Source: an optimization exercise on an open RTL-to-GDS flow (aim: small area and a short achievable clock period). Production flows keep margins and buffers that such runs may drop. RTL that was checked went through simulation tests only; none was proved equivalent to the original.

## dadda_mul_top
module dadda_mul_top
(
    input  logic        clk,
    input  logic        arst_n,
    input  logic [31:0] a,
    input  logic [31:0] b,
    output logic [63:0] y
);
    logic bo0;
    logic bt0;
    logic bn0;
    logic bo1;
    logic bt1;
    logic bn1;
    logic bo2;
    logic bt2;
    logic bn2;
    logic bo3;
    logic bt3;
    logic bn3;
    logic bo4;
    logic bt4;
    logic bn4;
    logic bo5;
    logic bt5;
    logic bn5;
    logic bo6;
    logic bt6;
    logic bn6;
    logic bo7;
    logic bt7;
    logic bn7;
    logic bo8;
    logic bt8;
    logic bn8;
    logic bo9;
    logic bt9;
    logic bn9;
    logic bo10;
    logic bt10;
    logic bn10;
    logic bo11;
    logic bt11;
    logic bn11;
    logic bo12;
    logic bt12;
    logic bn12;
    logic bo13;
    logic bt13;
    logic bn13;
    logic bo14;
    logic bt14;
    logic bn14;
    logic bo15;
    logic bt15;
    logic bn15;
    logic pp1;
    logic pp2;
    logic pp3;
    logic pp4;
    logic pp5;
    logic pp6;
    logic pp7;
    logic pp8;
    logic pp9;
    logic pp10;
    logic pp11;
    logic pp12;
    logic pp13;
    logic pp14;
    logic pp15;
    logic pp16;
    logic pp17;
    logic pp18;
    logic pp19;
    logic pp20;
    logic pp21;
    logic pp22;
    logic pp23;
    logic pp24;
    logic pp25;
    logic pp26;
    logic pp27;
    logic pp28;
    logic pp29;
    logic pp30;
    logic pp31;
    logic pp32;
    logic pp33;
    logic ns34;
    logic pp35;
    logic pp36;
    logic pp37;
    logic pp38;
    logic pp39;
    logic pp40;
    logic pp41;
    logic pp42;
    logic pp43;
    logic pp44;
    logic pp45;
    logic pp46;
    logic pp47;
    logic pp48;
    logic pp49;
    logic pp50;
    logic pp51;
    logic pp52;
    logic pp53;
    logic pp54;
    logic pp55;
    logic pp56;
    logic pp57;
    logic pp58;
    logic pp59;
    logic pp60;
    logic pp61;
    logic pp62;
    logic pp63;
    logic pp64;
    logic pp65;
  ...
export LEC_CHECK = 0
export ABC_AREA = 1
export ABC_CLOCK_PERIOD_IN_PS = 22000
export CAP_MARGIN = 20
export CORE_MARGIN = 2
export CORE_UTILIZATION = 40
export CTS_BUF_LIST = sky130_fd_sc_hd__clkbuf_4 sky130_fd_sc_hd__clkbuf_8
export PLACE_DENSITY = 0.75
export SLEW_MARGIN = 20
export SYNTH_HIERARCHICAL = 1
export SYNTH_MINIMUM_KEEP_SIZE = 0
create_clock -name core_clock -period 22.0 [get_ports {clk}]
standard.sh (not shown) runs the stock make flow with config.mk's settings and CLKGATE_MAP_FILE= SYNTH_SCRIPT=/design/flow/synth_recipe.tcl, a recipe that flattens the netlist after the stock synthesis.
==> flow/flow/run.sh <==
#!/bin/bash
# standard layout with buf_2 port buffers, a clock tree without dummy loads, and the
# resizer's setup repair aiming for extra slack from placement to clock tree synthesis, for a little
# less after global routing, and for the plain constraints in the rest
set -euo pipefail
P="BUFFER_PORTS_ARGS=-buffer_cell sky130_fd_sc_hd__buf_2"
C="CTS_ARGS=-sink_clustering_enable -repair_clock_nets -dont_use_dummy_load -sink_clustering_size 30 -buf_list {sky130_fd_sc_hd__clkbuf_4 sky130_fd_sc_hd__clkbuf_8}"
bash standard.sh "$P" "$C" SETUP_SLACK_MARGIN=0 floorplan > standard_make_fp.log 2>&1
bash standard.sh "$P" "$C" SETUP_SLACK_MARGIN=13.9 cts > standard_make_cts.log 2>&1
bash standard.sh "$P" "$C" SETUP_SLACK_MARGIN=13.7 grt > standard_make_grt.log 2>&1
bash standard.sh "$P" "$C" SETUP_SLACK_MARGIN=0 finish > standard_make_finish.log 2>&1
==> next run, changes <==
--- a/flow/design.v
+++ b/flow/design.v
@@ -25,31 +25,18 @@
     input  logic a,
     input  logic b,
     input  logic c,
     output logic s,
     output logic co
 );
     assign s  = a ^ b ^ c;
     assign co = (a & b) | (a & c) | (b & c);
 endmodule
-module mul_enc
-(
-    input  logic x,
-    input  logic y,
-    input  logic z,
-    output logic one,
-    output logic two,
-    output logic neg
-);
-    assign one = y ^ z;
-    assign two = (x & ~y & ~z) | (~x & y & z);
-    assign neg = x & ~(y & z);
-endmodule
 module mul_ha
 (
     input  logic a,
     input  logic b,
     output logic s,
     output logic co
 );
     assign s  = a ^ b;
     assign co = a & b;
@@ -1737,61 +1724,61 @@
     logic ls1622;
     logic lsc1623;
     logic ls1624;
     logic lsc1625;
     assign bo0 = b[0];
     assign bt0 = b[1] & ~b[0];
     assign bn0 = b[1];
     assign bo1 = b[2] ^ b[1];
     assign bt1 = (b[3] & ~b[2] & ~b[1]) | (~b[3] & b[2] & b[1]);
-    assign bn1 = (b[3] & ~b[2]) | (b[3] & ~b[1]);
+    assign bn1 = b[3] & ~(b[2] & b[1]);
     assign bo2 = b[4] ^ b[3];
     assign bt2 = (b[5] & ~b[4] & ~b[3]) | (~b[5] & b[4] & b[3]);
-    assign bn2 = (b[5] & ~b[4]) | (b[5] & ~b[3]);
+    assign bn2 = b[5] & ~(b[4] & b[3]);
     assign bo3 = b[6] ^ b[5];
     assign bt3 = (b[7] & ~b[6] & ~b[5]) | (~b[7] & b[6] & b[5]);
-    assign bn3 = (b[7] & ~b[6]) | (b[7] & ~b[5]);
+    assign bn3 = b[7] & ~(b[6] & b[5]);
     assign bo4 = b[8] ^ b[7];
     assign bt4 = (b[9] & ~b[8] & ~b[7]) | (~b[9] & b[8] & b[7]);
-    assign bn4 = (b[9] & ~b[8]) | (b[9] & ~b[7]);
+    assign bn4 = b[9] & ~(b[8] & b[7]);
     assign bo5 = b[10] ^ b[9];
     assign bt5 = (b[11] & ~b[10] & ~b[9]) | (~b[11] & b[10] & b[9]);
-    assign bn5 = (b[11] & ~b[10]) | (b[11] & ~b[9]);
+    assign bn5 = b[11] & ~(b[10] & b[9]);
     assign bo6 = b[12] ^ b[11];
     assign bt6 = (b[13] & ~b[12] & ~b[11]) | (~b[13] & b[12] & b[11]);
-    assign bn6 = (b[13] & ~b[12]) | (b[13] & ~b[11]);
+    assign bn6 = b[13] & ~(b[12] & b[11]);
     assign bo7 = b[14] ^ b[13];
     assign bt7 = (b[15] & ~b[14] & ~b[13]) | (~b[15] & b[14] & b[13]);
-    assign bn7 = (b[15] & ~b[14]) | (b[15] & ~b[13]);
+    assign bn7 = b[15] & ~(b[14] & b[13]);
     assign bo8 = b[16] ^ b[15];
     assign bt8 = (b[17] & ~b[16] & ~b[15]) | (~b[17] & b[16] & b[15]);
-    assign bn8 = (b[17] & ~b[16]) | (b[17] & ~b[15]);
+    assign bn8 = b[17] & ~(b[16] & b[15]);
     assign bo9 = b[18] ^ b[17];
     assign bt9 = (b[19] & ~b[18] & ~b[17]) | (~b[19] & b[18] & b[17]);
-    assign bn9 = (b[19] & ~b[18]) | (b[19] & ~b[17]);
+    assign bn9 = b[19] & ~(b[18] & b[17]);
     assign bo10 = b[20] ^ b[19];
     assign bt10 = (b[21] & ~b[20] & ~b[19]) | (~b[21] & b[20] & b[19]);
-    assign bn10 = (b[21] & ~b[20]) | (b[21] & ~b[19]);
+    assign bn10 = b[21] & ~(b[20] & b[19]);
     assign bo11 = b[22] ^ b[21];
     assign bt11 = (b[23] & ~b[22] & ~b[21]) | (~b[23] & b[22] & b[21]);
-    assign bn11 = (b[23] & ~b[22]) | (b[23] & ~b[21]);
+    assign bn11 = b[23] & ~(b[22] & b[21]);
     assign bo12 = b[24] ^ b[23];
     assign bt12 = (b[25] & ~b[24] & ~b[23]) | (~b[25] & b[24] & b[23]);
-    assign bn12 = (b[25] & ~b[24]) | (b[25] & ~b[23]);
+    assign bn12 = b[25] & ~(b[24] & b[23]);
     assign bo13 = b[26] ^ b[25];
     assign bt13 = (b[27] & ~b[26] & ~b[25]) | (~b[27] & b[26] & b[25]);
-    assign bn13 = (b[27] & ~b[26]) | (b[27] & ~b[25]);
+    assign bn13 = b[27] & ~(b[26] & b[25]);
     assign bo14 = b[28] ^ b[27];
     assign bt14 = (b[29] & ~b[28] & ~b[27]) | (~b[29] & b[28] & b[27]);
-    assign bn14 = (b[29] & ~b[28]) | (b[29] & ~b[27]);
+    assign bn14 = b[29] & ~(b[28] & b[27]);
     assign bo15 = b[30] ^ b[29];
     assign bt15 = (b[31] & ~b[30] & ~b[29]) | (~b[31] & b[30] & b[29]);
-    assign bn15 = (b[31] & ~b[30]) | (b[31] & ~b[29]);
+    assign bn15 = b[31] & ~(b[30] & b[29]);
     logic [31:0] bu0;
     assign bu0 = a ^ {32{bn0}};
     assign pp1 = (bo0 & bu0[0]) | (bt0 & bn0);
     assign pp2 = (bo0 & bu0[1]) | (bt0 & bu0[0]);
     assign pp3 = (bo0 & bu0[2]) | (bt0 & bu0[1]);
     assign pp4 = (bo0 & bu0[3]) | (bt0 & bu0[2]);
     assign pp5 = (bo0 & bu0[4]) | (bt0 & bu0[3]);
     assign pp6 = (bo0 & bu0[5]) | (bt0 & bu0[4]);
     assign pp7 = (bo0 & bu0[6]) | (bt0 & bu0[5]);
What happened:
- via count rose by about 1.1%
- count of clock-buffer cells in the layout stays the same
- worst setup slack degrades by 0.0095 ns
- wire length fell by about 0.9%
- maximum frequency hardly moves
- hold slack loses 0.0069 ns
- critical path depth rose by 1
The RTL of the first run of this note was laid out without a check of its function.

* * *

== job 105 ==
dadda_mul_top again, from the RTL that the note above started with.
==> module mul_enc, before the edit <==
module mul_enc
(
    input  logic x,
    input  logic y,
    input  logic z,
    output logic one,
    output logic two,
    output logic neg
);
    assign one = y ^ z;
    assign two = (x & ~y & ~z) | (~x & y & z);
    assign neg = x & ~(y & z);
endmodule
clock: 22.0 ns
lec_check: 0
abc_area: 1
abc_clock_period_in_ps: 22000
cap_margin: 20
core_margin: 2
core_utilization: 40
cts_buf_list: sky130_fd_sc_hd__clkbuf_4 sky130_fd_sc_hd__clkbuf_8
place_density: 0.75
slew_margin: 20
synth_hierarchical: 1
synth_minimum_keep_size: 0
==> flow/flow/run.sh <==
#!/bin/bash
# standard layout with buf_2 port buffers, a clock tree without dummy loads, and the
# resizer's setup repair aiming for extra slack from placement to clock tree synthesis, for a little
# less after global routing, and for the plain constraints in the rest
set -euo pipefail
P="BUFFER_PORTS_ARGS=-buffer_cell sky130_fd_sc_hd__buf_2"
C="CTS_ARGS=-sink_clustering_enable -repair_clock_nets -dont_use_dummy_load -sink_clustering_size 30 -buf_list {sky130_fd_sc_hd__clkbuf_4 sky130_fd_sc_hd__clkbuf_8}"
bash standard.sh "$P" "$C" SETUP_SLACK_MARGIN=0 floorplan > standard_make_fp.log 2>&1
bash standard.sh "$P" "$C" SETUP_SLACK_MARGIN=14.1 cts > standard_make_cts.log 2>&1
bash standard.sh "$P" "$C" SETUP_SLACK_MARGIN=13.9 grt > standard_make_grt.log 2>&1
bash standard.sh "$P" "$C" SETUP_SLACK_MARGIN=0 finish > standard_make_finish.log 2>&1
#### Input delta (job 103 over job 105)
diff --git a/flow/design.v b/flow/design.v
--- a/flow/design.v
+++ b/flow/design.v
@@ -32,17 +32,4 @@
     assign co = (a & b) | (a & c) | (b & c);
 endmodule
-module mul_enc
-(
-    input  logic x,
-    input  logic y,
-    input  logic z,
-    output logic one,
-    output logic two,
-    output logic neg
-);
-    assign one = y ^ z;
-    assign two = (x & ~y & ~z) | (~x & y & z);
-    assign neg = x & ~(y & z);
-endmodule
 module mul_ha
 (
Results
- Non-clock buffer area fraction after layout: job 105 vs job 103 identical
- Re routed metal-1 wirelength: no difference whatsoever between job 105 and job 103.
- Average wire per cell in the routed design delta (job 105 -> job 103): insignificant
- Re setup TNS: no difference whatsoever between job 105 and job 103.
- Job 105 -> job 103: count of clock-buffer cells in the layout delta 0, exact match
- Diff job 105..job 103 | layout buffer count excluding clock buffers | unchanged
- Reported for job 103 and job 105, final worst hold slack turned out identical to the last digit.
- Core utilization: job 105 vs job 103, no meaningful difference
- Re number of multi-input logic gates: no difference whatsoever between job 103 and job 105.
- Reported for job 103 and job 105, maximum fanout along the worst path turned out identical to the last digit.
- Per the comparison of job 103 with job 105, floorplan die area stayed essentially flat, total CTS buffers stayed essentially flat.
The RTL of job 105 was laid out without a check of its function.

-- afterwards: timing with drivers on the ports --
In the flow no input, the clock included, has a driving cell. The finished layouts below were timed again as built, in two steps.
Step 1 (the two cells are an assumption about what drives the block):
set clk [get_ports {clk}]
set_driving_cell -lib_cell sky130_fd_sc_hd__clkbuf_16 $clk
set_driving_cell -lib_cell sky130_fd_sc_hd__buf_2 [delete_from_list [all_inputs] $clk]
Step 2 also shifts input and output timing later by t, the mid clock arrival at the registers, as if the neighbouring blocks saw the same clock.
Three values: ideal ports, drivers, drivers and shift; two values: the first two.
| run | shift t [ns] | setup slack, ns | hold slack, ns | worst data-port slew with drivers (ns) |
|---|---|---|---|---|
| the first run of note 1 | 0.585 | 13.830 / 13.805 / 13.220 | 3.642 / 3.608 / 4.192 | 0.09 |
| the second run of note 1 | 0.572 | 13.820 / 13.823 / 13.251 | 3.635 / 3.607 / 4.179 | 0.09 |
| job 105 | 0.586 | 13.989 / 13.978 / 13.392 | 3.640 / 3.606 / 4.192 | 0.10 |
| job 103 | 0.586 | 13.989 / 13.978 / 13.392 | 3.640 / 3.606 / 4.192 | 0.10 |
After both steps every run listed still meets setup and hold. The setup slack of the first run of note 1, which loses most, moves by -0.025 ns with the drivers and by -0.610 ns with both steps.
